From an optimization exercise on the open Yosys and OpenROAD flow, aimed at small area, a short achievable clock period and few clock cycles per item; shortcuts taken in it are not production practice.
RTL that was checked went through simulation tests only; none was proved equivalent to the original.
Function not checked in runs 1 and 2: the RTL went through the layout flow alone.
In every run shown here, the design's own scripts or RTL, not TritonCTS, make the clock network.
No driver is modelled on the clock port, so clock power and skew are understated where the tree is cut down; a real chip needs a root buffer or a tree.
Power and IR drop assume default switching activity.

`design/flow/flow/clock_tree.tcl`:
```
# Clock distribution: the flip-flops are split into K groups by position (k-means) and each
# group gets one clock buffer at its centre, driven straight from the clock port.
proc my_clock_tree {K cell} {
  set block [ord::get_db_block]
  set clknet [$block findNet clk]
  set pts {}
  set its [$clknet getITerms]
  foreach it $its {
    set bb [[$it getInst] getBBox]
    lappend pts [list [expr {([$bb xMin] + [$bb xMax]) / 2}] [expr {([$bb yMin] + [$bb yMax]) / 2}]]
  }
  set n [llength $pts]
  # initial centres: sorted by x+y, evenly spaced
  set order [lsort -integer -indices [lmap p $pts {expr {[lindex $p 0] + [lindex $p 1]}}]]
  set ctr {}
  for {set k 0} {$k < $K} {incr k} {
    lappend ctr [lindex $pts [lindex $order [expr {int(($k + 0.5) * $n / $K)}]]]
  }
  for {set iter 0} {$iter < 50} {incr iter} {
    set asg {}
    foreach p $pts {
      set best 0; set bd 1e30
      for {set k 0} {$k < $K} {incr k} {
        set c [lindex $ctr $k]
        set d [expr {abs([lindex $p 0] - [lindex $c 0]) + abs([lindex $p 1] - [lindex $c 1])}]
        if {$d < $bd} { set bd $d; set best $k }
      }
      lappend asg $best
    }
    set new {}
    for {set k 0} {$k < $K} {incr k} {
      set sx 0; set sy 0; set m 0
      foreach p $pts a $asg { if {$a == $k} { incr sx [lindex $p 0]; incr sy [lindex $p 1]; incr m } }
      if {$m > 0} { lappend new [list [expr {$sx / $m}] [expr {$sy / $m}]] } else { lappend new [lindex $ctr $k] }
    }
    set ctr $new
  }
  set master [[ord::get_db] findMaster $cell]
  for {set k 0} {$k < $K} {incr k} {
    set buf [odb::dbInst_create $block $master clkbuf_leaf_$k]
    set net [odb::dbNet_create $block clknet_leaf_$k]
    $net setSigType CLOCK
    [$buf findITerm A] connect $clknet
    [$buf findITerm X] connect $net
    set c [lindex $ctr $k]
    $buf setLocation [lindex $c 0] [lindex $c 1]
    $buf setPlacementStatus PLACED
    foreach it $its a $asg { if {$a == $k} { $it disconnect; $it connect $net } }
  }
}

# Replaces the CTS step: reads the placed design, adds the clock buffers, legalizes and
# writes the CTS results the later ORFS steps read.
set R $::env(RESULTS_DIR)
read_db $R/3_place.odb
read_liberty $::env(LIB_FILE)
read_sdc $R/3_place.sdc
source $::env(PLATFORM_DIR)/setRC.tcl
my_clock_tree $::env(CLK_GROUPS) $::env(CLK_CELL)
detailed_placement
set_propagated_clock [all_clocks]
estimate_parasitics -placement
set_dont_use $::env(DONT_USE_CELLS)
repair_timing -setup -setup_margin $::env(SETUP_SLACK_MARGIN) -sequence $::env(SETUP_MOVE_SEQUENCE) -skip_last_gasp
detailed_placement
check_placement -verbose
estimate_parasitics -placement
report_clock_latency
report_checks -path_delay max -group_path_count 5 -format end
write_db $R/4_1_cts.odb
write_db $R/4_cts.odb
write_sdc $R/4_cts.sdc
```
`design/flow/constraint.sdc`:
```
create_clock -name core_clock -period 14.0 [get_ports {clk}]
set_input_delay 2.8000 -clock core_clock [delete_from_list [all_inputs] [get_ports {clk}]]
set_output_delay 2.8000 -clock core_clock [all_outputs]
set_load 0.01 [all_outputs]
```
`design/flow/flow/run.sh`:
```
#!/bin/bash
# The standard layout with these changes:
#  - the ports get plain sky130_fd_sc_hd__buf_1 buffers;
#  - the clock tree is one level: the flip-flops are split into 4 groups by position and
#    each group gets a clkbuf_16 driven from the clock port (flow/clock_tree.tcl), in
#    place of ORFS's CTS step;
#  - timing repair after placement and after global routing only resizes gates, and aims
#    at 10.5 ns of setup slack at the design's 14 ns clock (ORFS's own repair aims at
#    0 ns, which every path meets with room to spare).
set -euo pipefail
work=$PWD
export BUFFER_PORTS_ARGS="-buffer_cell sky130_fd_sc_hd__buf_1"
bash standard.sh place > flow_place.log 2>&1
export SETUP_SLACK_MARGIN=10.5
export SETUP_MOVE_SEQUENCE=sizeup,swap
RESULTS_DIR=$work/orfs/results/sky130hd/at_response_line_parser_unit/base \
LIB_FILE=$FLOW_HOME/platforms/sky130hd/lib/sky130_fd_sc_hd__tt_025C_1v80.lib \
PLATFORM_DIR=$FLOW_HOME/platforms/sky130hd \
DONT_USE_CELLS="$(make -s -C $FLOW_HOME DESIGN_CONFIG=$work/config.mk WORK_HOME=$work/orfs print-DONT_USE_CELLS | sed 's/^DONT_USE_CELLS: //')" \
CLK_GROUPS=4 CLK_CELL=sky130_fd_sc_hd__clkbuf_16 \
  openroad -no_init -exit flow/clock_tree.tcl > flow_clock_tree.log 2>&1
bash standard.sh finish > flow_finish.log 2>&1
```
`design/flow/standard.sh`:
```
#!/bin/bash
# synth_recipe.tcl (not shown) runs the flow's synth.tcl, then flattens the netlist and writes it again
# the make line also repeats each setting of config.mk as NAME=value (left out here)
make -C /OpenROAD-flow-scripts/flow DESIGN_CONFIG=/design/flow/config.mk WORK_HOME=/design/flow/orfs CLKGATE_MAP_FILE= SYNTH_SCRIPT=/design/flow/synth_recipe.tcl "${@:-finish}"
```
`design/flow/design.v`:
```
module atrlp_core (
	input  logic       clk,
	input  logic       arst_n,
	input  logic       in_valid,
	input  logic [7:0] in_data,
	output logic       in_ready,
	input  logic       adv,
	output logic       emit,      
	output logic [1:0] r_kind,
	output logic [7:0] r_byte,
	output logic       r_ok,
	output logic       r_last,
	output logic       rej        
);
	logic        r0_v;
	logic [7:0]  r0_d;
	logic        fin;
	logic [12:0] st_q, st_d;
	atrlp_inbuf u_inbuf (
		.clk      (clk),
		.arst_n   (arst_n),
		.in_valid (in_valid),
		.in_data  (in_data),
		.in_ready (in_ready),
		.adv      (adv),
		.fin      (fin),
		.r0_v     (r0_v),
		.r0_d     (r0_d)
	);
	atrlp_parse u_parse (
		.r0_v   (r0_v),
		.c      (r0_d),
		.st_q   (st_q),
		.st_d   (st_d),
		.fin    (fin),
		.emit   (emit),
		.r_kind (r_kind),
		.r_byte (r_byte),
		.r_ok   (r_ok),
		.rej    (rej)
	);
	assign r_last = fin;
	atrlp_streg #(.W(13)) u_state (
		.clk    (clk),
		.arst_n (arst_n),
		.adv    (adv),
		.pre    (r0_v),
		.d      (st_d),
		.q      (st_q)
	);
endmodule
module atrlp_streg #(
	parameter int W = 1
) (
	input  logic         clk,
	input  logic         arst_n,
	input  logic         adv,
	input  logic         pre,
	input  logic [W-1:0] d,
	output logic [W-1:0] q
);
	always_ff @(posedge clk or negedge arst_n) begin
		if (!arst_n)
			q <= '0;
		else if (adv && pre)
			q <= d;
	end
endmodule
module atrlp_inbuf (
	input  logic       clk,
	input  logic       arst_n,
	input  logic       in_valid,
	input  logic [7:0] in_data,
	output logic       in_ready,
	input  logic       adv,
	input  logic       fin,
	output logic       r0_v,
	output logic [7:0] r0_d
);
	logic       r1_v;
	logic [7:0] r1_d;
	logic       rdy_q;     
	logic       free;
	assign in_ready = rdy_q;
	assign free     = !r0_v || (adv && fin);
	always_ff @(posedge clk or negedge arst_n) begin
		if (!arst_n) begin
			r0_v  <= 1'b0;
			r1_v  <= 1'b0;
			rdy_q <= 1'b1;
		end else begin
			if (free) begin
				r0_v  <= r1_v || in_valid;
				r1_v  <= 1'b0;
				rdy_q <= 1'b1;
			end else if (in_valid && !r1_v) begin
				r1_v  <= 1'b1;
				rdy_q <= 1'b0;
			end
		end
	end
	always_ff @(posedge clk) begin
		if (free)
			r0_d <= r1_v ? r1_d : in_data;
		if (!r1_v)
			r1_d <= in_data;
	end
endmodule
module atrlp_parse (
	input  logic        r0_v,
	input  logic [7:0]  c,
	input  logic [12:0] st_q,
	output logic [12:0] st_d,
	output logic        fin,
	output logic        emit,
	output logic [1:0]  r_kind,
	output logic [7:0]  r_byte,
	output logic        r_ok,
	output logic        rej
);
	localparam logic [7:0] CH_TAB   = 8'h09;
	localparam logic [7:0] CH_LF    = 8'h0A;
	localparam logic [7:0] CH_CR    = 8'h0D;
	localparam logic [7:0] CH_SPACE = 8'h20;
	localparam logic [7:0] CH_QUOTE = 8'h22;
	localparam logic [7:0] CH_HASH  = 8'h23;
	localparam logic [7:0] CH_EQ    = 8'h3D;
	localparam logic [7:0] CH_UA    = 8'h41;
	localparam logic [7:0] CH_UR    = 8'h52;
	localparam logic [7:0] CH_UT    = 8'h54;
	localparam logic [7:0] CH_BS    = 8'h5C;
	localparam logic [7:0] CH_LA    = 8'h61;
	localparam logic [7:0] CH_LN    = 8'h6E;
	localparam logic [7:0] CH_LR    = 8'h72;
	localparam logic [7:0] CH_LT    = 8'h74;
	localparam logic [2:0] PH_START = 3'd0;  
	localparam logic [2:0] PH_ONE_U = 3'd1;  
	localparam logic [2:0] PH_ONE_L = 3'd2;  
	localparam logic [2:0] PH_AT    = 3'd3;  
	localparam logic [2:0] PH_REQ   = 3'd4;  
	localparam logic [2:0] PH_ANS   = 3'd5;  
	localparam logic [2:0] PH_SKIP  = 3'd6;  
	localparam logic [2:0] PH_BAD   = 3'd7;  
	localparam logic [2:0] FS_H0  = 3'd0;
	localparam logic [2:0] FS_H1  = 3'd1;
	localparam logic [2:0] FS_H2  = 3'd2;
	localparam logic [2:0] FS_P1  = 3'd3;
	localparam logic [2:0] FS_P1H = 3'd4;
	localparam logic [2:0] FS_P2H = 3'd5;
	localparam logic [2:0] FS_P3  = 3'd6;
	logic [2:0] ph_q, ph_d;
	logic       q_q, q_d;      
	logic [1:0] mp_q, mp_d;    
	logic       bs_q, bs_d;    
	logic [2:0] fs_q, fs_d;    
	logic       lcr_q, lcr_d;  
	logic       l2_q, l2_d;    
	logic       hcr_q, hcr_d;  
	assign {ph_q, q_q, mp_q, bs_q, fs_q, lcr_q, l2_q, hcr_q} = st_q;
	assign st_d = {ph_d, q_d, mp_d, bs_d, fs_d, lcr_d, l2_d, hcr_d};
	logic       eol, virt, c_cr, c_bs, c_blank;
	logic [7:0] x, e, d, up;
	logic       x_bs, x_blank_out, esc, seen;
	logic       fr_emit, dfin;
	logic [7:0] fr_byte;
	logic [2:0] fr_fs;
	assign eol     = (c == CH_LF);
	assign c_cr    = (c == CH_CR);
	assign c_bs    = (c == CH_BS);
	assign c_blank = (c == CH_SPACE || c == CH_TAB);
	assign virt    = hcr_q && !eol;           
	assign x       = virt ? CH_CR : c;
	assign x_bs    = !virt && c_bs;
	assign x_blank_out = !virt && c_blank && !q_q;
	assign seen    = (fs_q != FS_H0) || bs_q;  
	assign rej = r0_v && eol && !(ph_q == PH_START || ph_q == PH_SKIP || (ph_q == PH_ANS && seen));
	assign up = {x[7:6], x[5] & (q_q || !(x[7:5] == 3'b011 && x[4:0] >= 5'd1 && x[4:0] <= 5'd26)), x[4:0]};
	always_comb begin
		esc = 1'b1;
		case (x)
			CH_LR:    e = CH_CR;
			CH_LN:    e = CH_LF;
			CH_LT:    e = CH_TAB;
			CH_QUOTE: e = CH_QUOTE;
			CH_BS:    e = CH_BS;
			default: begin e = CH_BS; esc = 1'b0; end
		endcase
	end
	assign d = bs_q ? e : x;
	always_comb begin
		fr_emit = 1'b1;
		fr_byte = CH_CR;
		dfin    = 1'b0;
		fr_fs   = fs_q;
		case (fs_q)
			FS_H0: begin
				if (d == CH_CR) begin
					fr_emit = 1'b0;
					dfin    = 1'b1;
					fr_fs   = FS_H1;
				end else begin
					fr_fs = FS_P1;
				end
			end
			FS_H1:  fr_fs = FS_P1H;
			FS_P1: begin
				fr_byte = CH_LF;
				fr_fs   = FS_P3;
			end
			FS_P1H: begin
				fr_byte = CH_LF;
				if (d == CH_LF) begin
					dfin  = 1'b1;
					fr_fs = FS_H2;
				end else begin
					fr_fs = FS_P2H;
				end
			end
			FS_P2H: fr_fs = FS_P3;
			default: begin  
				fr_byte = d;
				dfin    = 1'b1;
				fr_fs   = FS_H2;
			end
		endcase
	end
	always_comb begin
		emit   = 1'b0;
		r_kind = 2'd0;
		r_byte = x;
		r_ok   = 1'b0;
		fin    = 1'b1;
		ph_d   = ph_q;
		q_d    = q_q;
		mp_d   = mp_q;
		bs_d   = bs_q;
		fs_d   = fs_q;
		lcr_d  = lcr_q;
		l2_d   = l2_q;
		hcr_d  = hcr_q;
		if (eol) begin
			if (ph_q == PH_START || ph_q == PH_SKIP) begin
			end else if (ph_q == PH_ANS && seen) begin
				r_kind = 2'd1;
				emit   = 1'b1;
				fin    = 1'b0;
				if (bs_q) begin
					emit   = fr_emit;
					r_byte = fr_byte;
					fs_d   = fr_fs;
					if (dfin)
						bs_d = 1'b0;
				end else if (fs_q == FS_H1) begin
					r_byte = CH_CR;
					fs_d   = FS_P1H;
				end else if (fs_q == FS_P1H) begin
					r_byte = CH_LF;
					fs_d   = FS_P2H;
				end else if (fs_q == FS_P2H) begin
					r_byte = CH_CR;
					fs_d   = FS_H2;
				end else if (fs_q == FS_P1) begin
					r_byte = CH_LF;
					fs_d   = FS_H2;
				end else if (!l2_q) begin
					r_byte = CH_CR;
					fs_d   = FS_P1;
				end else begin
					r_kind = 2'd2;
					r_byte = 8'h00;
					r_ok   = 1'b1;
					fin    = 1'b1;
				end
			end else begin
				emit   = 1'b1;
				r_kind = 2'd2;
				r_byte = 8'h00;
			end
		end else if (!hcr_q && c_cr) begin
			hcr_d = 1'b1;
		end else begin
			case (ph_q)
				PH_START: begin
					if (x == CH_HASH)
						ph_d = PH_SKIP;
					else if (x == CH_UA)
						ph_d = PH_ONE_U;
					else if (x == CH_LA)
						ph_d = PH_ONE_L;
					else
						ph_d = PH_BAD;
				end
				PH_ONE_U, PH_ONE_L: begin
					if ((ph_q == PH_ONE_U && x == CH_UT) || (ph_q == PH_ONE_L && x == CH_LT)) begin
						emit   = 1'b1;
						r_byte = CH_UA;
						fin    = 1'b0;
						ph_d   = PH_AT;
					end else begin
						ph_d = PH_BAD;
					end
				end
				PH_AT: begin
					emit   = 1'b1;
					r_byte = CH_UT;
					ph_d   = PH_REQ;
				end
				PH_REQ: begin
					if (mp_q == 2'd2 && x == CH_EQ) begin
						ph_d = PH_ANS;
					end else if (mp_q == 2'd1 && x == CH_LR) begin
						mp_d = 2'd2;
					end else if (mp_q == 2'd2) begin
						emit   = 1'b1;
						r_byte = CH_BS;
						fin    = 1'b0;
						mp_d   = 2'd3;
					end else if (mp_q != 2'd0) begin
						emit   = 1'b1;
						r_byte = (mp_q == 2'd1) ? CH_BS : (q_q ? CH_LR : CH_UR);
						mp_d   = x_bs ? 2'd1 : 2'd0;
						fin    = x_bs || x_blank_out;
					end else if (x_bs) begin
						mp_d = 2'd1;
					end else if (x_blank_out) begin
					end else begin
						emit   = 1'b1;
						r_byte = up;
						if (x == CH_QUOTE)
							q_d = !q_q;
					end
				end
				PH_ANS: begin
					r_kind = 2'd1;
					if (!bs_q && x_bs) begin
						bs_d = 1'b1;
					end else begin
						emit   = fr_emit;
						r_byte = fr_byte;
						fs_d   = fr_fs;
						fin    = dfin && !(bs_q && !esc);
						if (dfin)
							bs_d = 1'b0;
					end
				end
				default: ;  
			endcase
			if (virt && fin && !c_cr) begin
				hcr_d = 1'b0;
				if (ph_d == PH_REQ && (c_bs || (c_blank && !q_d))) begin
					if (c_bs)
						mp_d = 2'd1;
				end else if (ph_d == PH_ANS && c_bs) begin
					bs_d = 1'b1;
				end else begin
					fin = 1'b0;
				end
			end
		end
		if (emit && r_kind == 2'd1) begin
			lcr_d = (r_byte == CH_CR);
			l2_d  = lcr_q && (r_byte == CH_LF);
		end
		if (eol && fin) begin
			ph_d  = PH_START;
			q_d   = 1'b0;
			mp_d  = 2'd0;
			bs_d  = 1'b0;
			fs_d  = FS_H0;
			lcr_d = 1'b0;
			l2_d  = 1'b0;
			hcr_d = 1'b0;
		end
		emit = emit && r0_v;
	end
endmodule
module atrlp_outq (
	input  logic        clk,
	input  logic        arst_n,
	input  logic        emit,      
	input  logic [1:0]  r_kind,
	input  logic [7:0]  r_byte,
	input  logic        r_ok,
	input  logic        r_last,
	input  logic        rej,       
	output logic        adv,       
	output logic        out_valid,
	input  logic        out_ready,
	output logic [1:0]  out_kind,
	output logic [7:0]  out_byte,
	output logic        out_line_ok,
	output logic [15:0] out_bad_line_count,
	output logic        out_last
);
	logic        valid_q;
	logic [1:0]  kind_q;    
	logic [7:0]  byte_q;
	logic        last_q;
	logic [15:0] cnt_q, cnt_inc;
	assign adv = !valid_q || out_ready;
	assign out_valid          = valid_q;
	assign out_kind           = {kind_q[1], kind_q[0] && !kind_q[1]};
	assign out_byte           = byte_q;
	assign out_line_ok        = kind_q[1] && kind_q[0];
	assign out_last           = last_q;
	assign out_bad_line_count = cnt_q;
	always_ff @(posedge clk or negedge arst_n) begin
		if (!arst_n)
			valid_q <= 1'b0;
		else if (adv)
			valid_q <= emit;
	end
	always_ff @(posedge clk) begin
		if (adv) begin
			kind_q <= {r_kind[1], r_kind[0] || r_ok};
			byte_q <= r_byte;
			last_q <= r_last;
		end
	end
	logic [16:0] ones;    
	logic        step;
	assign ones[0] = 1'b1;
	assign step = adv && rej && !ones[16];
	always_ff @(posedge clk or negedge arst_n) begin
		if (!arst_n)
			cnt_q <= '0;
		else
			cnt_q <= cnt_inc;
	end
	for (genvar i = 0; i < 16; i++) begin : g_bit
		atrlp_cntbit u_bit (
			.step  (step),
			.ones  (ones[i]),
			.q     (cnt_q[i]),
			.d     (cnt_inc[i]),
			.ones1 (ones[i + 1])
		);
	end
endmodule
module atrlp_cntbit (
	input  logic step,
	input  logic ones,
	input  logic q,
	output logic d,
	output logic ones1
);
	assign d     = q ^ (step && ones);
	assign ones1 = ones && q;
endmodule
module at_response_line_parser_unit (
	input  logic         clk,
	input  logic         arst_n,
	input  logic         in_valid,
	input  logic [7:0]   in_data,
	output logic         in_ready,
	output logic         out_valid,
	input  logic         out_ready,
	output logic [1:0]   out_kind,
	output logic [7:0]   out_byte,
	output logic         out_line_ok,
	output logic [15:0]  out_bad_line_count,
	output logic         out_last
);
	logic       adv;
	logic       emit;
	logic [1:0] r_kind;
	logic [7:0] r_byte;
	logic       r_ok;
	logic       r_last;
	logic       rej;
	atrlp_core u_core (
		.clk      (clk),
		.arst_n   (arst_n),
		.in_valid (in_valid),
		.in_data  (in_data),
		.in_ready (in_ready),
		.adv      (adv),
		.emit     (emit),
		.r_kind   (r_kind),
		.r_byte   (r_byte),
		.r_ok     (r_ok),
		.r_last   (r_last),
		.rej      (rej)
	);
	atrlp_outq u_outq (
		.clk                (clk),
		.arst_n             (arst_n),
		.emit               (emit),
		.r_kind             (r_kind),
		.r_byte             (r_byte),
		.r_ok               (r_ok),
		.r_last             (r_last),
		.rej                (rej),
		.adv                (adv),
		.out_valid          (out_valid),
		.out_ready          (out_ready),
		.out_kind           (out_kind),
		.out_byte           (out_byte),
		.out_line_ok        (out_line_ok),
		.out_bad_line_count (out_bad_line_count),
		.out_last           (out_last)
	);
endmodule
```
`design/flow/config.mk`:
```
export PLATFORM = sky130hd
export DESIGN_NAME = at_response_line_parser_unit
export DESIGN_NICKNAME = at_response_line_parser_unit
export VERILOG_FILES = /design/flow/design.v
export SDC_FILE = /design/flow/constraint.sdc
export NUM_CORES = 4
export LEC_CHECK = 0
export CAP_MARGIN = 20
export CORE_MARGIN = 2
export CORE_UTILIZATION = 40
export GPL_ROUTABILITY_DRIVEN = 1
export PLACE_DENSITY = 0.6
export SLEW_MARGIN = 20
export SYNTH_HIERARCHICAL = 1
export SYNTH_MINIMUM_KEEP_SIZE = 0
```
==> run summary, run 1 <==
## Flow run
* Max Cap Viol: 0

## Floorplanning
* area of the die: 12,000 um^2
* die width: 110 um
* core area: 10,800 um^2
* Initial Utilization: 41.1%
* standard-cell row count: 38
* number of primary I/O pins: 42
* die outline height: 110 um

## Logic synthesis
* flip-flop and latch count after synthesis: 60
* total of warnings raised by yosys: 10
* number of synthesized flops with an enable pin: 19
* total standard cell area after synthesis: 4450 um^2
* gate count of the mapped netlist: 508
* average cell area after synthesis: 8.77 um^2
* synth unique cells: 80
* predominant post-synthesis flop cell: sky130_fd_sc_hd__dfrtp_1
* sequential fraction of the synthesis area: 35.0%
* share of synthesized registers carrying an async set or reset: 55.0%

## Worst hold path
* Cells on Worst Hold Path: 1
* Min-Delay Path Class: reg -> reg

## STA
* fin worst setup slack: 10.24 ns
* unrepaired setup endpoints after global routing: yes
* largest clock skew in the final design: 0.0147 ns
* max-slew violation count: 0
* upper clock frequency limit: 266 MHz
* Period minus WS final: 3.76 ns
* transition time of the tightest slew-check pin: 0.822 ns
* final-layout setup total negative slack: 0 ns
* total of endpoints with negative setup slack in the final report: 0
* fraction of the cycle the final worst path needs: 26.9%
* Slew HR: 45.2%
* Hold Vio Cnt, Final: 0
* post-route worst hold slack: 0.470 ns

## Power and ir drop
* Combinational Power Share: 49.6%
* power density over the cells: 195 nW/um^2
* net switching power of the design: 0.000427 W
* Seq pwr share: 40.4%
* maximum vdd drop: 0.116 mV
* clock network fraction of total power: 9.9%
* Pint: 0.000504 W
* cell leakage power: 1.84 nW
* switching share of power: 45.8%

## Drt
* detailed-route DRC error count: 0
* starting DRC count in detailed routing: 392
* antenna-violating nets left: 0
* total via count after detailed routing: 3,981
* drt first pass iters: 7
* via-per-instance ratio: 6.07
* drt total wl: 12,100 um
* average wire per cell in the routed design: 18.5 um

## Run status
* run status: complete, no violations

## Setup path
* data arrival time of the worst path: 3.77 ns
* Req. time, crit path: 14.01 ns
* Bufs and invs on worst path: 1
* largest incremental delay on the critical path: 0.38 ns
* worst reg2reg path depth: 19
* CP max stage cell: sky130_fd_sc_hd__and3b_4
* Worst Path Class, Setup: in -> reg
* crit path capture type: flip-flop
* count of cell instances traversed by the critical path: 5
* cell breakdown of the critical path: buf_1 > nand2b_4 > and3b_4 > nand2_2 > xnor2_2
* element type at the critical path start: primary input
* Worst Path Max Fanout: 16
* Crit path max-delay family: simple AND/OR/NAND/NOR gates

## Cells and area
* layout cells sized above 1: 16.9%
* post-route cell area: 4780 um^2
* antenna cell count: 0
* Synth-to-Final Area Change: 7.22%
* fin util: 44.1%
* number of nets in the finished design: 530

## Global routing
* global-route wire length before repair: 19,700 um
* antenna violations before repair: 0
* vias in the first global route: 3,733
* largest net degree at the start of global routing: 34
* total routing resource utilization after global routing: 20.4%
* overflow left after global routing: 0

## Placed design
* Setup WS pre-CTS: 9.66 ns
* cell area reported after detailed placement: 4590 um^2
* count of input and output buffers: 41
* post-DP HPWL: 9010 um
* routability-driven placement congestion ratio: 0.944

## Clocking
* CTS clock-pin slew for the worst setup and hold paths: 0.06 ns
* insertion delay of the later-clocked pin in the worst-skew pair: 0.14 ns

per-stage QoR:
stage                     total power (W)  std cells
after global routing             0.000998        656
final                            0.000931        656
after global placement           0.000822        652
after detailed placement         0.000821        652
after floorplan                  0.000715        509
power by group through the flow:
stage / Clock [W] / Combinational, W / Sequential (W)
after floorplan: 0 / 0.000423 / 0.000292
after global placement: 0 / 0.000450 / 0.000373
after detailed placement: 0 / 0.000450 / 0.000372
after global routing: 0.000102 / 0.000509 / 0.000387
final: 0.0000925 / 0.000462 / 0.000376
modules after synthesis, one instance, submodules excluded, excerpt:
module        times used  area [um^2]  flops+latches  cells
atrlp_inbuf            1          643             19     34
atrlp_cntbit          16         20.0              0      3
atrlp_parse            1         2150              0    362
atrlp_outq             1          815             28     36
kinds of logic (layout without fill, tap and decap cells):
logic type      after synthesis  after routing  share of synthesized area [%]
buf+inv                      49             56                           5.48
simple gates                232            232                           28.8
compound gates              127            127                           20.3
mux                          21             21                           6.83
xor+xnor                     18             18                           3.54
other cells                   1              2                         0.0842
flops                        60             60                           35.0
routing by layer:
layer	up-vias	part of all wire, %	GRT usage, %
met5	-	0	0
met4	0	3.9	6.96
met3	34	6.6	1.90
met2	174	46	32.8
met1	1898	44	28.8
li1	1875	-	-
cell usage in the layout (no fill, tap or decap), types with 5 or more instances in the layout:
cell and instances:
sky130_fd_sc_hd__a211oi_1 7, sky130_fd_sc_hd__a21oi_1 32, sky130_fd_sc_hd__a31oi_1 9, sky130_fd_sc_hd__and2_1 5, sky130_fd_sc_hd__and2_4 13, sky130_fd_sc_hd__buf_1 20, sky130_fd_sc_hd__clkbuf_2 19, sky130_fd_sc_hd__dfrtp_1 31
sky130_fd_sc_hd__dfxtp_1 8, sky130_fd_sc_hd__edfxtp_1 19, sky130_fd_sc_hd__inv_1 10, sky130_fd_sc_hd__mux2_4 18, sky130_fd_sc_hd__nand2_1 52, sky130_fd_sc_hd__nand2b_1 12, sky130_fd_sc_hd__nand3_1 16, sky130_fd_sc_hd__nand3b_1 5
sky130_fd_sc_hd__nand4_1 7, sky130_fd_sc_hd__nor2_1 48, sky130_fd_sc_hd__nor2b_1 10, sky130_fd_sc_hd__nor3_1 15, sky130_fd_sc_hd__nor3b_1 7, sky130_fd_sc_hd__nor4_1 5, sky130_fd_sc_hd__o21ai_0 16, sky130_fd_sc_hd__or3_1 5
sky130_fd_sc_hd__xnor2_1 16
state kept, by name, indices dropped and copies added (netlist names):
register	flops
u_outq.valid_q	1
u_core.u_inbuf.r0_d	8
u_outq.kind_q	2
u_core.u_inbuf.r1_d	8
u_outq.last_q	1
u_core.u_state.q	13
u_core.u_inbuf.r0_v	1
u_core.u_inbuf.rdy_q	1
u_outq.cnt_q	16
u_outq.byte_q	8
u_core.u_inbuf.r1_v	1
Yosys cell counts (all sizes together) (13+ instances only):
library cell | instances | area [um^2]
nand2 | 57 | 216
nor2 | 48 | 180
a21oi | 32 | 160
dfrtp | 32 | 801
and2 | 21 | 151
clkbuf | 21 | 78.8
mux2 | 21 | 304
edfxtp | 19 | 571
buf | 17 | 124
nand3 | 17 | 90.1
o21ai | 17 | 85.1
xnor2 | 17 | 149
nor3 | 15 | 75.1
nand2b | 13 | 88.8
path summary, 6_finish.rpt:
kind,from,end,slack [ns]
min in group asynchronous,arst_n,u_core.u_state.q[4],2.75
worst min-delay path,u_core.u_inbuf.r1_d[7],u_core.u_inbuf.r1_d[7],0.47
worst min register to register,u_core.u_inbuf.r1_d[7],u_core.u_inbuf.r1_d[7],0.47
worst max register to register,u_outq.cnt_q[0],u_outq.cnt_q[3],10.28
worst max-delay path,out_ready,u_outq.cnt_q[3],10.24
max in group asynchronous,arst_n,u_core.u_state.q[0],10.69
worst register-to-register path, stage by stage, from the launching register on:
cell,delay [ns]
sky130_fd_sc_hd__dfrtp_1,0.41
sky130_fd_sc_hd__and2_4,0.18
sky130_fd_sc_hd__and2_4,0.15
sky130_fd_sc_hd__and2_4,0.15
sky130_fd_sc_hd__and2_2,0.19
sky130_fd_sc_hd__and2_4,0.15
sky130_fd_sc_hd__and2_4,0.15
sky130_fd_sc_hd__and2_4,0.15
sky130_fd_sc_hd__and2_4,0.15
sky130_fd_sc_hd__and2_4,0.15
sky130_fd_sc_hd__and2_4,0.15
sky130_fd_sc_hd__and2_4,0.15
sky130_fd_sc_hd__and2_2,0.19
sky130_fd_sc_hd__and2_4,0.15
sky130_fd_sc_hd__and2_4,0.15
sky130_fd_sc_hd__and2_4,0.15
sky130_fd_sc_hd__and2_2,0.18
sky130_fd_sc_hd__and3b_4,0.42
sky130_fd_sc_hd__nand2_2,0.10
sky130_fd_sc_hd__xnor2_2,0.15
final cells by class:
| cell class | instances | area, um^2 |
|---|---|---|
| Fill cell | 1104 | 6060 |
| Multi-Input combinational cell | 400 | 2710 |
| Sequential cell | 60 | 1560 |
| Timing Repair Buffer | 41 | 186 |
| Tap cell | 140 | 175 |
| Buffer | 4 | 100 |
| Inverter | 11 | 41.3 |
==> run 2, diff against run 1 <==
--- a/design/flow/design.v
+++ b/design/flow/design.v
@@ -5,5 +5,6 @@
 	input  logic [7:0] in_data,
 	output logic       in_ready,
-	input  logic       adv,
+	input  logic       ov,        
+	input  logic       ordy,      
 	output logic       emit,      
 	output logic [1:0] r_kind,
@@ -23,5 +24,6 @@
 		.in_data  (in_data),
 		.in_ready (in_ready),
-		.adv      (adv),
+		.ov       (ov),
+		.ordy     (ordy),
 		.fin      (fin),
 		.r0_v     (r0_v),
@@ -44,5 +46,6 @@
 		.clk    (clk),
 		.arst_n (arst_n),
-		.adv    (adv),
+		.ov     (ov),
+		.ordy   (ordy),
 		.pre    (r0_v),
 		.d      (st_d),
@@ -55,5 +58,6 @@
 	input  logic         clk,
 	input  logic         arst_n,
-	input  logic         adv,
+	input  logic         ov,
+	input  logic         ordy,
 	input  logic         pre,
 	input  logic [W-1:0] d,
@@ -63,5 +67,5 @@
 		if (!arst_n)
 			q <= '0;
-		else if (adv && pre)
+		else if ((!ov || ordy) && pre)
 			q <= d;
 	end
@@ -73,5 +77,6 @@
 	input  logic [7:0] in_data,
 	output logic       in_ready,
-	input  logic       adv,
+	input  logic       ov,
+	input  logic       ordy,
 	input  logic       fin,
 	output logic       r0_v,
@@ -83,5 +88,5 @@
 	logic       free;
 	assign in_ready = rdy_q;
-	assign free     = !r0_v || (adv && fin);
+	assign free     = !r0_v || ((!ov || ordy) && fin);
 	always_ff @(posedge clk or negedge arst_n) begin
 		if (!arst_n) begin
@@ -384,5 +389,4 @@
 	input  logic        r_last,
 	input  logic        rej,       
-	output logic        adv,       
 	output logic        out_valid,
 	input  logic        out_ready,
@@ -395,49 +399,60 @@
 	logic        valid_q;
 	logic [1:0]  kind_q;    
-	logic [7:0]  byte_q;
-	logic        last_q;
-	logic [15:0] cnt_q, cnt_inc;
-	assign adv = !valid_q || out_ready;
+	logic [15:0] cnt_q, cnt_d;
 	assign out_valid          = valid_q;
 	assign out_kind           = {kind_q[1], kind_q[0] && !kind_q[1]};
-	assign out_byte           = byte_q;
 	assign out_line_ok        = kind_q[1] && kind_q[0];
-	assign out_last           = last_q;
 	assign out_bad_line_count = cnt_q;
 	always_ff @(posedge clk or negedge arst_n) begin
 		if (!arst_n)
 			valid_q <= 1'b0;
-		else if (adv)
+		else if (!valid_q || out_ready)
 			valid_q <= emit;
 	end
-	always_ff @(posedge clk) begin
-		if (adv) begin
-			kind_q <= {r_kind[1], r_kind[0] || r_ok};
-			byte_q <= r_byte;
-			last_q <= r_last;
-		end
-	end
+	atrlp_oreg u_oreg (
+		.clk    (clk),
+		.ov     (valid_q),
+		.ordy   (out_ready),
+		.d      ({r_kind[1], r_kind[0] || r_ok, r_byte, r_last}),
+		.q      ({kind_q, out_byte, out_last})
+	);
 	logic [16:0] ones;    
-	logic        step;
+	logic        rs;      
+	logic        take;
 	assign ones[0] = 1'b1;
-	assign step = adv && rej && !ones[16];
+	assign rs      = rej && !ones[16];
+	assign take    = !valid_q || out_ready;
 	always_ff @(posedge clk or negedge arst_n) begin
 		if (!arst_n)
 			cnt_q <= '0;
 		else
-			cnt_q <= cnt_inc;
+			cnt_q <= cnt_d;
 	end
 	for (genvar i = 0; i < 16; i++) begin : g_bit
 		atrlp_cntbit u_bit (
-			.step  (step),
+			.take  (take),
+			.rs    (rs),
 			.ones  (ones[i]),
 			.q     (cnt_q[i]),
-			.d     (cnt_inc[i]),
+			.d     (cnt_d[i]),
 			.ones1 (ones[i + 1])
 		);
 	end
 endmodule
+module atrlp_oreg (
+	input  logic        clk,
+	input  logic        ov,
+	input  logic        ordy,
+	input  logic [10:0] d,
+	output logic [10:0] q
+);
+	always_ff @(posedge clk) begin
+		if (!ov || ordy)
+			q <= d;
+	end
+endmodule
 module atrlp_cntbit (
-	input  logic step,
+	input  logic take,
+	input  logic rs,
 	input  logic ones,
 	input  logic q,
@@ -445,5 +460,5 @@
 	output logic ones1
 );
-	assign d     = q ^ (step && ones);
+	assign d     = q ^ (take && rs && ones);
 	assign ones1 = ones && q;
 endmodule
@@ -462,5 +477,4 @@
 	output logic         out_last
 );
-	logic       adv;
 	logic       emit;
 	logic [1:0] r_kind;
@@ -475,5 +489,6 @@
 		.in_data  (in_data),
 		.in_ready (in_ready),
-		.adv      (adv),
+		.ov       (out_valid),
+		.ordy     (out_ready),
 		.emit     (emit),
 		.r_kind   (r_kind),
@@ -492,5 +507,4 @@
 		.r_last             (r_last),
 		.rej                (rej),
-		.adv                (adv),
 		.out_valid          (out_valid),
 		.out_ready          (out_ready),
==> run summary, run 2 <==
## Setup path
* data arrival time of the worst path: 3.80 ns, +0.03 ns
* largest incremental delay on the critical path: 0.44 ns, +0.06 ns
* Worst Path Class, Setup: reg -> reg
* crit path capture type: flip-flop
* Bufs and invs on worst path: 0, -1
* element type at the critical path start: flip-flop
* most frequent CP cell: sky130_fd_sc_hd__and2_4
* cell breakdown of the critical path: and2_4 > and2_4 > and2_4 > and2_4 > and2_4 > and2_4 > and2_4 > and2_4 > and2_4 > and2_4 > and2_4 > and2_4 > and2_4 > and2_4 > and2_4 > and2_4 > nor2b_4 > nand3_2 > xnor2_2
* CP max stage cell: sky130_fd_sc_hd__nor2b_4
* Worst Path Max Fanout: 16, unchanged
* Crit path max-delay family: simple AND/OR/NAND/NOR gates
* Req. time, crit path: 14.02 ns, about the same

## Logic synthesis
* number of synthesized flops with an enable pin: 19, unchanged
* Yosys top cell by area: sky130_fd_sc_hd__dfrtp_1
* Yosys top cell area share: 17.7%, -0.23 points
* gate count of the mapped netlist: 511, +0.59%
* average cell area after synthesis: 8.83 um^2, +0.73%
* predominant post-synthesis flop cell: sky130_fd_sc_hd__dfrtp_1
* total of warnings raised by yosys: 11, +1
* total standard cell area after synthesis: 4510 um^2, +1.3%
* count leader, synth: sky130_fd_sc_hd__nor2_1
* most used standard cells in the synthesized netlist: sky130_fd_sc_hd__nor2_1 (48), sky130_fd_sc_hd__nand2_1 (40), sky130_fd_sc_hd__a21oi_1 (32), sky130_fd_sc_hd__dfrtp_1 (32), sky130_fd_sc_hd__nand3_1 (32)
* share of synthesized registers carrying an async set or reset: 55.0%, unchanged
* synth unique cells: 82, +2.5%
* flip-flop and latch count after synthesis: 60, unchanged
* sequential fraction of the synthesis area: 34.5%, -0.46 points
* biggest area contributors in the synthesized netlist: sky130_fd_sc_hd__dfrtp_1 (18%), sky130_fd_sc_hd__edfxtp_1 (13%), sky130_fd_sc_hd__mux2_4 (6.0%), sky130_fd_sc_hd__nor2_1 (4.0%), sky130_fd_sc_hd__a21oi_1 (3.5%)

## STA
* Period minus WS final: 3.78 ns, +0.0178 ns
* Hold Vio Cnt, Final: 0, unchanged
* unrepaired setup endpoints after global routing: yes
* max-slew violation count: 0, unchanged
* largest clock skew in the final design: 0.0139 ns, -0.000788 ns
* Slew HR: 50.2%, +5.1 points
* final-layout setup total negative slack: 0 ns, unchanged
* fraction of the cycle the final worst path needs: 27.0%, +0.13 points
* upper clock frequency limit: 265 MHz, -0.47%
* total of endpoints with negative setup slack in the final report: 0, unchanged
* transition time of the tightest slew-check pin: 0.746 ns, -0.0759 ns

## Drt
* drt total wl: 12,700 um, +5.0%
* via-per-instance ratio: 6.15, +1.4%
* starting DRC count in detailed routing: 370, -5.6%
* average wire per cell in the routed design: 19.3 um, +4.4%
* total via count after detailed routing: 4,060, +2.0%
* antenna-violating nets left: 0, unchanged
* detailed-route DRC error count: 0, unchanged
* drt first pass iters: 5, -2

## Global routing
* global-route wire length before repair: 20,100 um, +2.1%
* total routing resource utilization after global routing: 20.8%, +0.31 points
* largest net degree at the start of global routing: 34, unchanged
* vias in the first global route: 3,718, -0.40%
* antenna violations before repair: 0, unchanged
* overflow left after global routing: 0, unchanged

## Cells and area
* layout cells sized above 1: 22.1%, +5.3 points
* Multi-input gate area: 2940 um^2, +8.3%
* sequential cell area: 1560 um^2, about the same
* leading cell type in the layout, fill and taps excluded: sky130_fd_sc_hd__nor2_1
* count of non-filler cells in the finished layout: 660, +0.61%
* antenna cell count: 0, unchanged
* Filler cells: 1,101, -0.27%
* max reg flops: 16, unchanged
* number of nets in the finished design: 534, +0.75%
* register with the most flip-flops: u_outq.cnt_q
* most frequent cells in the layout: sky130_fd_sc_hd__nor2_1 (47), sky130_fd_sc_hd__nand2_1 (40), sky130_fd_sc_hd__a21oi_1 (30), sky130_fd_sc_hd__dfrtp_1 (30), sky130_fd_sc_hd__mux2_4 (21)
* Synth-to-Final Area Change: 11.8%
* largest registers: u_outq.cnt_q (16), u_core.u_state.q (13), u_outq.u_oreg.q (11)

## Power and ir drop
* power density over the cells: 194 nW/um^2, -0.55%
* cell leakage power: 1.89 nW, +2.8%
* maximum vdd drop: 0.118 mV, +2.3%

## Floorplanning
* standard-cell row count: 38, unchanged
* die outline height: 110 um, +0.63%
* Initial Utilization: 41.3%, +0.18 points
* die width: 110 um, +0.63%
* core area: 10,900 um^2, +0.88%
* number of primary I/O pins: 42, unchanged
* area of the die: 12,100 um^2, +1.3%

## Placed design
* Inst Count DP: 656, +0.61%
* post-DP HPWL: 9180 um, +1.9%
* count of input and output buffers: 41, unchanged
* routability-driven placement congestion ratio: 0.977, +3.6%

## Run status
* run status: complete, no violations

## Clocking
* CTS clock-pin slew for the worst setup and hold paths: 0.07 ns, about the same
* insertion delay of the later-clocked pin in the worst-skew pair: 0.14 ns, about the same

## Worst hold path
* Min-Delay Path Class: reg -> reg

## Flow run
* Max Cap Viol: 0, unchanged

-- run 2: final timing paths --
check / from / to / slack, ns / depth (start not counted)
worst min register to register: u_core.u_inbuf.r1_d[7] / u_core.u_inbuf.r1_d[7] / 0.47 / 1
min in group asynchronous: arst_n / u_core.u_state.q[2] / 2.64 / 1
worst max-delay path: u_outq.cnt_q[0] / u_outq.cnt_q[4] / 10.22 / 19
max in group asynchronous: arst_n / u_core.u_state.q[0] / 10.99 / 1
worst min-delay path: u_core.u_inbuf.r1_d[7] / u_core.u_inbuf.r1_d[7] / 0.47 / 1
worst max register to register: u_outq.cnt_q[0] / u_outq.cnt_q[4] / 10.22 / 19
-- run 2: routing by layer --
metal / global-route usage [%] / vias up / part of all wire (%)
met2: 33.3 / 168 / 45
li1: - / 1897 / -
met4: 5.71 / 0 / 3.2
met5: 0 / - / 0
met1: 30.0 / 1965 / 45
met3: 1.76 / 30 / 6.4
-- run 2: kinds of logic after synthesis --
kind of cell           Yosys count  share of synthesized area (%)
buffers and inverters           50                           5.60
AND/OR/NAND/NOR                233                           29.2
flip-flops                      60                           34.5
XOR/XNOR                        18                           3.49
multiplexers                    21                           6.74
other                            1                         0.0831
AO/OA/AOI/OAI                  128                           20.4
-- run 2: cell type report --
| cell class | instances | share of cell area [%] |
|---|---|---|
| Multi-Input combinational cell | 402 | 58.3 |
| Sequential cell | 60 | 30.9 |
| Timing Repair Buffer | 41 | 4.37 |
| Tap cell | 140 | 3.47 |
| Buffer | 4 | 1.98 |
| Inverter | 13 | 0.968 |
-- run 2: through the flow --
stage               hold slack, ns  util, %  worst slack (ns)  cell area, um^2  total power (W)
floorplan                    0.444        -              9.64             4520         0.000725
detailed placement           0.454     42.5              9.31             4640         0.000831
global route                 0.481     46.1             10.10             5040          0.00104
global placement             0.453     42.5              9.39             4640         0.000831
finish                       0.471     46.1             10.22             5040         0.000978
-- run 2: modules after synthesis, one instance, submodules excluded, excerpt --
module / copies in the design / flops+latches
atrlp_inbuf: 1 / 19
atrlp_oreg: 1 / 11
atrlp_parse: 1 / 0
atrlp_cntbit: 16 / 0
atrlp_outq: 1 / 17
-- run 2: where the power goes --
part / switching (W) / internal (W) / leakage, nW
Sequential: 0.000130 / 0.000252 / 0.695
Clock: 0.0000426 / 0.0000513 / 0.0493
Combinational: 0.000282 / 0.000220 / 1.14
Total: 0.000454 / 0.000523 / 1.89
==> run 3, diff against run 2 <==
--- a/design/flow/design.v
+++ b/design/flow/design.v
@@ -17,5 +17,5 @@
 	logic [7:0]  r0_d;
 	logic        fin;
-	logic [12:0] st_q, st_d;
+	logic [9:0]  st_q, st_d;
 	atrlp_inbuf u_inbuf (
 		.clk      (clk),
@@ -43,5 +43,5 @@
 	);
 	assign r_last = fin;
-	atrlp_streg #(.W(13)) u_state (
+	atrlp_streg #(.W(10)) u_state (
 		.clk    (clk),
 		.arst_n (arst_n),
@@ -115,6 +115,6 @@
 	input  logic        r0_v,
 	input  logic [7:0]  c,
-	input  logic [12:0] st_q,
-	output logic [12:0] st_d,
+	input  logic [9:0]  st_q,
+	output logic [9:0]  st_d,
 	output logic        fin,
 	output logic        emit,
@@ -162,6 +162,16 @@
 	logic       l2_q, l2_d;    
 	logic       hcr_q, hcr_d;  
-	assign {ph_q, q_q, mp_q, bs_q, fs_q, lcr_q, l2_q, hcr_q} = st_q;
-	assign st_d = {ph_d, q_d, mp_d, bs_d, fs_d, lcr_d, l2_d, hcr_d};
+	logic [5:0] sub_q, sub_d;  
+	assign {ph_q, hcr_q, sub_q} = st_q;
+	assign {bs_q, fs_q, lcr_q, l2_q} = sub_q;
+	assign mp_q = sub_q[2:1];
+	assign q_q  = sub_q[0];
+	assign st_d = {ph_d, hcr_d, sub_d};
+	always_comb begin
+		if (ph_q == PH_REQ)
+			sub_d = (ph_d == PH_REQ) ? {3'b000, mp_d, q_d} : 6'b000000;
+		else
+			sub_d = {bs_d, fs_d, lcr_d, l2_d};
+	end
 	logic       eol, virt, c_cr, c_bs, c_blank;
 	logic [7:0] x, e, d, up;
@@ -169,4 +179,5 @@
 	logic       fr_emit, dfin;
 	logic [7:0] fr_byte;
+	logic       fr_cr, fr_lf, d_cr, d_lf, t_cr, t_lf;
 	logic [2:0] fr_fs;
 	assign eol     = (c == CH_LF);
@@ -192,8 +203,12 @@
 		endcase
 	end
-	assign d = bs_q ? e : x;
+	assign d    = bs_q ? e : x;
+	assign d_cr = bs_q ? (x == CH_LR) : (x == CH_CR);
+	assign d_lf = bs_q ? (x == CH_LN) : (x == CH_LF);
 	always_comb begin
 		fr_emit = 1'b1;
 		fr_byte = CH_CR;
+		fr_cr   = 1'b1;
+		fr_lf   = 1'b0;
 		dfin    = 1'b0;
 		fr_fs   = fs_q;
@@ -211,8 +226,12 @@
 			FS_P1: begin
 				fr_byte = CH_LF;
+				fr_cr   = 1'b0;
+				fr_lf   = 1'b1;
 				fr_fs   = FS_P3;
 			end
 			FS_P1H: begin
 				fr_byte = CH_LF;
+				fr_cr   = 1'b0;
+				fr_lf   = 1'b1;
 				if (d == CH_LF) begin
 					dfin  = 1'b1;
@@ -225,4 +244,6 @@
 			default: begin  
 				fr_byte = d;
+				fr_cr   = d_cr;
+				fr_lf   = d_lf;
 				dfin    = 1'b1;
 				fr_fs   = FS_H2;
@@ -235,4 +256,6 @@
 		r_byte = x;
 		r_ok   = 1'b0;
+		t_cr   = 1'b0;    
+		t_lf   = 1'b0;
 		fin    = 1'b1;
 		ph_d   = ph_q;
@@ -253,4 +276,6 @@
 					emit   = fr_emit;
 					r_byte = fr_byte;
+					t_cr   = fr_cr;
+					t_lf   = fr_lf;
 					fs_d   = fr_fs;
 					if (dfin)
@@ -258,16 +283,21 @@
 				end else if (fs_q == FS_H1) begin
 					r_byte = CH_CR;
+					t_cr   = 1'b1;
 					fs_d   = FS_P1H;
 				end else if (fs_q == FS_P1H) begin
 					r_byte = CH_LF;
+					t_lf   = 1'b1;
 					fs_d   = FS_P2H;
 				end else if (fs_q == FS_P2H) begin
 					r_byte = CH_CR;
+					t_cr   = 1'b1;
 					fs_d   = FS_H2;
 				end else if (fs_q == FS_P1) begin
 					r_byte = CH_LF;
+					t_lf   = 1'b1;
 					fs_d   = FS_H2;
 				end else if (!l2_q) begin
 					r_byte = CH_CR;
+					t_cr   = 1'b1;
 					fs_d   = FS_P1;
 				end else begin
@@ -343,4 +373,6 @@
 						emit   = fr_emit;
 						r_byte = fr_byte;
+						t_cr   = fr_cr;
+						t_lf   = fr_lf;
 						fs_d   = fr_fs;
 						fin    = dfin && !(bs_q && !esc);
@@ -364,6 +396,6 @@
 		end
 		if (emit && r_kind == 2'd1) begin
-			lcr_d = (r_byte == CH_CR);
-			l2_d  = lcr_q && (r_byte == CH_LF);
+			lcr_d = t_cr;
+			l2_d  = lcr_q && t_lf;
 		end
 		if (eol && fin) begin
@@ -421,5 +453,5 @@
 	logic        take;
 	assign ones[0] = 1'b1;
-	assign rs      = rej && !ones[16];
+	assign rs      = rej && !(&cnt_q);
 	assign take    = !valid_q || out_ready;
 	always_ff @(posedge clk or negedge arst_n) begin
==> run summary, run 3 <==
## Cells and area
* largest registers: u_outq.cnt_q (16), u_outq.u_oreg.q (11), u_core.u_state.q (10)
* leading cell type in the layout, fill and taps excluded: sky130_fd_sc_hd__nand2_1
* most frequent cells in the layout: sky130_fd_sc_hd__nand2_1 (46), sky130_fd_sc_hd__nor2_1 (38), sky130_fd_sc_hd__nand3_1 (29)
* antenna cell count: 0, unchanged
* Synth-to-Final Area Change: 12.3%
* post-route cell area: 4660 um^2, -7.5%
* max reg flops: 16, unchanged
* Filler cells: 1,046, -5.0%
* register with the most flip-flops: u_outq.cnt_q
* number of nets in the finished design: 517, -3.2%
* layout cells sized above 1: 19.5%, -2.6 points

## Floorplanning
* die width: 106 um, -3.9%
* standard-cell row count: 37, -2.6%
* die outline height: 106 um, -3.9%
* area of the die: 11,200 um^2, -7.7%
* core area: 10,200 um^2, -6.9%
* Initial Utilization: 40.8%, -0.50 points
* number of primary I/O pins: 42, unchanged

## Global routing
* vias in the first global route: 3,651, -1.8%
* antenna violations before repair: 0, unchanged
* total routing resource utilization after global routing: 20.4%, -0.32 points
* global-route wire length before repair: 19,100 um, -5.0%
* largest net degree at the start of global routing: 31, -8.8%
* overflow left after global routing: 0, unchanged

## Setup path
* data arrival time of the worst path: 3.69 ns, -0.11 ns
* element type at the critical path start: primary input
* worst reg2reg path depth: 10, -9
* Req. time, crit path: 14.00 ns, -0.02 ns
* Worst Path Max Fanout: 10, -6
* Worst Path Class, Setup: in -> reg
* reg-to-reg critical path endpoint: u_core.u_inbuf.r0_d[0]
* setup slack on the worst flop-to-flop path: 10.42 ns, +0.20 ns
* start of the worst register-to-register path: u_core.u_inbuf.r0_d[6]
* crit path capture type: flip-flop

## Power and ir drop
* maximum vdd drop: 0.105 mV, -11%
* cell leakage power: 1.82 nW, -3.8%
* power density over the cells: 194 nW/um^2, +0.26%

## STA
* upper clock frequency limit: 271 MHz, +2.2%
* transition time of the tightest slew-check pin: 0.831 ns, +0.0847 ns
* largest clock skew in the final design: 0.0339 ns, +0.0200 ns
* fraction of the cycle the final worst path needs: 26.4%, -0.58 points
* total of endpoints with negative setup slack in the final report: 0, unchanged
* Hold Vio Cnt, Final: 0, unchanged
* max-slew violation count: 0, unchanged
* final-layout setup total negative slack: 0 ns, unchanged
* Slew HR: 44.2%, -6.1 points
* Period minus WS final: 3.70 ns, -0.0819 ns
* unrepaired setup endpoints after global routing: yes

## Drt
* average wire per cell in the routed design: 18.6 um, -3.6%
* drt total wl: 11,900 um, -6.6%
* detailed-route DRC error count: 0, unchanged
* drt first pass iters: 5, unchanged
* antenna-violating nets left: 0, unchanged
* total via count after detailed routing: 3,903, -3.9%
* starting DRC count in detailed routing: 391, +5.7%
* via-per-instance ratio: 6.11, -0.71%

## Worst hold path
* Cells on Worst Hold Path: 1, unchanged
* Min-Delay Path Class: reg -> reg
* Hold Crit Start: u_core.u_inbuf.r1_d[1]
* Worst Hold Endpoint: u_core.u_inbuf.r1_d[1]

## Clocking
* insertion delay of the later-clocked pin in the worst-skew pair: 0.15 ns, about the same
* CTS clock-pin slew for the worst setup and hold paths: 0.08 ns, about the same

## Logic synthesis
* gate count of the mapped netlist: 484, -5.3%
* average cell area after synthesis: 8.58 um^2, -2.9%
* total of warnings raised by yosys: 11, unchanged
* total standard cell area after synthesis: 4150 um^2, -8.0%

## Placed design
* post-DP HPWL: 8600 um, -6.3%
* cell area reported after detailed placement: 4350 um^2, -6.3%
* routability-driven placement congestion ratio: 0.966, -1.2%
* count of input and output buffers: 41, unchanged

## Run status
* run status: complete, no violations

## Flow run
* Max Cap Viol: 0, unchanged

[run 3: changes by cell type in the layout (fill, tap and decap cells not counted), sizes merged, moves of 4 or more]
cell / previous run / this run
nand2: 40 / 47
or2: 1 / 5
a21o: 3 / 7
nor2: 48 / 38
o21ai: 19 / 30
nand3b: 5 / 1
or4: 0 / 5
a21oi: 32 / 27
[run 3: worst max-delay path by stage]
stage,start,to,slack [ns],cells after the start
6_report,out_ready,u_core.u_state.q[2],10.30,3
5_1_grt,u_core.u_inbuf.r0_d[6],u_core.u_inbuf.r0_d[5],10.19,10
3_5_place_dp,out_ready,u_outq.cnt_q[13],9.99,4
3_3_place_gp,out_ready,u_outq.cnt_q[0],10.02,4
2_1_floorplan,out_ready,u_outq.cnt_q[0],10.44,3
[run 3: area by class of cell]
type                            count  area, um^2  share of cell area (%)
Buffer                              4         100                    2.15
Inverter                           14        52.6                    1.13
Multi-Input combinational cell    386        2630                    56.5
Sequential cell                    57        1490                    31.9
Tap cell                          136         170                    3.65
Timing Repair Buffer               42         221                    4.75
[run 3: per-layer routing]
metal | up-vias | global-route usage, % | wire [um] | part of all wire, %
met5 | - | 0 | 0 | 0
met4 | 0 | 9.49 | 571 | 4.8
met3 | 42 | 1.35 | 873 | 7.3
met2 | 214 | 32.9 | 5470 | 46
met1 | 1836 | 28.2 | 4960 | 42
li1 | 1811 | - | - | -
[run 3: metrics by stage]
stage	utilization (%)	instances	worst slack (ns)	total power (W)	hold WS (ns)
after floorplan	-	485	10.44	0.000650	0.444
after detailed placement	42.7	634	9.99	0.000766	0.460
after global routing	45.8	639	10.19	0.000967	0.487
after global placement	42.7	634	10.02	0.000768	0.455
final	45.8	639	10.30	0.000906	0.478
[run 3: worst max-delay path, stage by stage]
cell and delay [ns]:
sky130_fd_sc_hd__buf_8 0.10, sky130_fd_sc_hd__o21ai_4 0.40, sky130_fd_sc_hd__mux2_2 0.39
[run 3: report_power, final]
group,switching (W),total [W],internal [W]
logic,0.000270,0.000465,0.000194
clock network,0.0000390,0.0000901,0.0000511
registers,0.000114,0.000352,0.000237
Testbench counts of run 3, summed over its fixed seeds: cycles 71,637, bytes 57,729.
==> run 4, diff against run 3 <==
--- a/design/flow/design.v
+++ b/design/flow/design.v
@@ -43,5 +43,5 @@
 	);
 	assign r_last = fin;
-	atrlp_streg #(.W(10)) u_state (
+	atrlp_streg #(.W(4)) u_state_ph (
 		.clk    (clk),
 		.arst_n (arst_n),
@@ -49,6 +49,15 @@
 		.ordy   (ordy),
 		.pre    (r0_v),
-		.d      (st_d),
-		.q      (st_q)
+		.d      (st_d[9:6]),
+		.q      (st_q[9:6])
+	);
+	atrlp_streg #(.W(6)) u_state_sub (
+		.clk    (clk),
+		.arst_n (arst_n),
+		.ov     (ov),
+		.ordy   (ordy),
+		.pre    (r0_v),
+		.d      (st_d[5:0]),
+		.q      (st_q[5:0])
 	);
 endmodule
@@ -430,9 +439,10 @@
 );
 	logic        valid_q;
-	logic [1:0]  kind_q;    
+	logic [1:0]  kind_q;
+	logic        ok_q;
 	logic [15:0] cnt_q, cnt_d;
 	assign out_valid          = valid_q;
-	assign out_kind           = {kind_q[1], kind_q[0] && !kind_q[1]};
-	assign out_line_ok        = kind_q[1] && kind_q[0];
+	assign out_kind           = kind_q;
+	assign out_line_ok        = ok_q;
 	assign out_bad_line_count = cnt_q;
 	always_ff @(posedge clk or negedge arst_n) begin
@@ -446,6 +456,6 @@
 		.ov     (valid_q),
 		.ordy   (out_ready),
-		.d      ({r_kind[1], r_kind[0] || r_ok, r_byte, r_last}),
-		.q      ({kind_q, out_byte, out_last})
+		.d      ({r_kind, r_ok, r_byte, r_last}),
+		.q      ({kind_q, ok_q, out_byte, out_last})
 	);
 	logic [16:0] ones;    
@@ -476,6 +486,6 @@
 	input  logic        ov,
 	input  logic        ordy,
-	input  logic [10:0] d,
-	output logic [10:0] q
+	input  logic [11:0] d,
+	output logic [11:0] q
 );
 	always_ff @(posedge clk) begin
==> run summary, run 4 <==
## Global routing
* overflow left after global routing: 0, unchanged
* vias in the first global route: 3,698, +1.3%
* largest net degree at the start of global routing: 31, unchanged
* global-route wire length before repair: 19,700 um, +3.2%
* antenna violations before repair: 0, unchanged
* total routing resource utilization after global routing: 21.5%, +1.1 points

## Logic synthesis
* average cell area after synthesis: 8.64 um^2, +0.75%
* total standard cell area after synthesis: 4180 um^2, +0.75%
* total of warnings raised by yosys: 12, +1
* gate count of the mapped netlist: 484, unchanged

## Drt
* drt first pass iters: 5, unchanged
* starting DRC count in detailed routing: 316, -19%
* total via count after detailed routing: 3,861, -1.1%
* via-per-instance ratio: 6.05, -0.92%
* drt total wl: 12,200 um, +2.9%
* detailed-route DRC error count: 0, unchanged
* antenna-violating nets left: 0, unchanged
* average wire per cell in the routed design: 19.2 um, +3.1%

## Power and ir drop
* cell leakage power: 1.80 nW, -0.92%
* switching share of power: 47.0%, +0.23 points
* Seq pwr share: 39.4%, +0.6 points
* maximum vdd drop: 0.0997 mV, -5.2%
* net switching power of the design: 0.000428 W, +1.1%
* Pint: 0.000483 W, +0.16%
* power density over the cells: 195 nW/um^2, +0.49%
* Combinational Power Share: 50.6%, -0.7 points
* clock network fraction of total power: 10.0%, about the same

## Setup path
* crit path capture type: output pin
* cell breakdown of the critical path: buf_6
* setup slack on the worst flop-to-flop path: 10.48 ns, +0.06 ns
* Worst Path Max Fanout: 2, -8
* element type at the critical path start: flip-flop
* Crit path max-delay family: flip-flops
* data arrival time of the worst path: 0.77 ns, -2.92 ns
* Bufs and invs on worst path: 1, unchanged
* Req. time, crit path: 11.20 ns, -2.80 ns
* Worst Path Class, Setup: reg -> out
* CP max stage cell: sky130_fd_sc_hd__dfstp_2
* largest incremental delay on the critical path: 0.54 ns, +0.14 ns

## STA
* transition time of the tightest slew-check pin: 1.07 ns, +0.234 ns
* Slew HR: 28.6%, -16 points
* fraction of the cycle the final worst path needs: 25.5%, -0.91 points
* Period minus WS final: 3.57 ns, -0.128 ns
* largest clock skew in the final design: 0.0177 ns, -0.0162 ns
* upper clock frequency limit: 280 MHz, +3.6%
* max-slew violation count: 0, unchanged
* total of endpoints with negative setup slack in the final report: 0, unchanged
* final-layout setup total negative slack: 0 ns, unchanged
* unrepaired setup endpoints after global routing: yes
* Hold Vio Cnt, Final: 0, unchanged

## Floorplanning
* die width: 106 um, +0.36%
* standard-cell row count: 37, unchanged
* Initial Utilization: 40.9%, +0.12 points
* die outline height: 106 um, +0.36%
* area of the die: 11,300 um^2, +0.73%
* number of primary I/O pins: 42, unchanged
* core area: 10,200 um^2, +0.45%

## Placed design
* Inst Count DP: 634, unchanged
* count of input and output buffers: 41, unchanged
* post-DP HPWL: 8950 um, +4.0%
* routability-driven placement congestion ratio: 1.01, +5.0%

## Clocking
* insertion delay of the later-clocked pin in the worst-skew pair: 0.14 ns, about the same
* CTS clock-pin slew for the worst setup and hold paths: 0.06 ns, -0.02 ns

## Cells and area
* max reg flops: 16, unchanged
* Filler cells: 1,031, -1.4%
* leading cell type in the layout, fill and taps excluded: sky130_fd_sc_hd__nand2_1
* antenna cell count: 0, unchanged
* register with the most flip-flops: u_outq.cnt_q
* count of non-filler cells in the finished layout: 638, -0.16%
* number of nets in the finished design: 516, -0.19%
* most frequent cells in the layout: sky130_fd_sc_hd__nand2_1 (46), sky130_fd_sc_hd__nor2_1 (38), sky130_fd_sc_hd__nand3_1 (29)
* layout cells sized above 1: 18.9%, -0.56 points
* Synth-to-Final Area Change: 11.6%
* largest registers: u_outq.cnt_q (16), u_outq.u_oreg.q (12)

## Run status
* run status: complete, no violations

## Flow run
* Max Cap Viol: 0, unchanged

## Worst hold path
* Min-Delay Path Class: reg -> reg

run 4: changes by cell type in the layout (fill, tap and decap cells not counted), moves of 2 or more:
| cell | before | now |
|---|---|---|
| sky130_fd_sc_hd__mux2_2 | 1 | 4 |
| sky130_fd_sc_hd__dfrtp_2 | 3 | 1 |
| sky130_fd_sc_hd__buf_1 | 19 | 21 |
| sky130_fd_sc_hd__buf_6 | 4 | 1 |
| sky130_fd_sc_hd__mux2_4 | 17 | 14 |
| sky130_fd_sc_hd__and2_2 | 9 | 11 |
| sky130_fd_sc_hd__dfrtp_1 | 26 | 28 |
| sky130_fd_sc_hd__and2_4 | 6 | 4 |
run 4: final cells by class:
class,count,area [um^2],share of cell area [%]
Tap cell,136,170,3.65
Buffer,4,100,2.14
Inverter,15,56.3,1.21
Multi-Input combinational cell,384,2630,56.3
Timing Repair Buffer,41,200,4.29
Sequential cell,58,1510,32.4
run 4: path summary, 6_finish.rpt:
path,depth (start not counted),start,end
min,1,u_core.u_inbuf.r1_d[3],u_core.u_inbuf.r1_d[3]
min in group asynchronous,1,arst_n,u_core.u_state_sub.q[2]
max,1,u_core.u_inbuf.rdy_q,in_ready
max in group asynchronous,1,arst_n,u_outq.valid_q
min reg2reg,1,u_core.u_inbuf.r1_d[3],u_core.u_inbuf.r1_d[3]
max reg2reg,10,u_core.u_inbuf.r0_d[6],u_core.u_inbuf.r0_d[4]
run 4: layer usage:
layer  vias to the layer above  wire length, um  global-route usage (%)
met1                      1840             5310                    30.2
met3                        36              847                    1.90
met5                         -                0                       0
met4                         0              535                    8.55
met2                       171             5520                    34.2
li1                       1814                -                       -
run 4: stage by stage:
| step | instance area (um^2) | total power, W | setup slack, ns | hold WS (ns) | utilization, % |
|---|---|---|---|---|---|
| detailed placement | 4380 | 0.000775 | 9.86 | 0.458 | 42.8 |
| floorplan | 4190 | 0.000655 | 10.44 | 0.444 | - |
| global route | 4670 | 0.000974 | 10.22 | 0.482 | 45.6 |
| global placement | 4380 | 0.000775 | 9.92 | 0.454 | 42.8 |
| finish | 4670 | 0.000912 | 10.43 | 0.471 | 45.6 |
run 4: power by group through the flow:
stage | sequential [W] | combinational, W | clock, W
2_1_floorplan | 0.000282 | 0.000372 | 0
3_3_place_gp | 0.000353 | 0.000422 | 0
3_5_place_dp | 0.000354 | 0.000421 | 0
5_1_grt | 0.000367 | 0.000506 | 0.000101
6_report | 0.000359 | 0.000462 | 0.0000909
Testbench counts of run 4, summed over its fixed seeds: cycles 71,637, bytes 57,729.

==> separate check: timing with driven ports <==
The flow's constraints put no driver on any port. The routed layouts listed below were extracted and timed again, unchanged, in two steps.
Step 1 sets driving cells, clkbuf_16 on the clock port and buf_2 on the other inputs (assumed; they add their load-dependent delay and slew).
Step 2 times the ports against the registers' clock, not the clock port: input delays grow and output delays shrink by t, the midpoint of the rising clock arrivals with the driver on.
a / b / c = no drivers / after step 1 / after step 2; a / b = the first two.
run	t, ns	setup slack, ns	worst setup path at the end	worst data-port slew with drivers (ns)
run 1	0.221	10.240 / 10.275 / 10.080	input to register	0.03
run 2	0.216	10.222 / 10.222 / 10.073	input to register	0.05
run 3	0.212	10.304 / 10.329 / 10.130	input to register	0.06
run 4	0.213	10.432 / 10.352 / 10.294	input to register	0.08
After both steps every run listed still meets setup and hold. The setup slack of run 3, which loses most, moves by +0.025 ns with the drivers and by -0.174 ns with both steps.
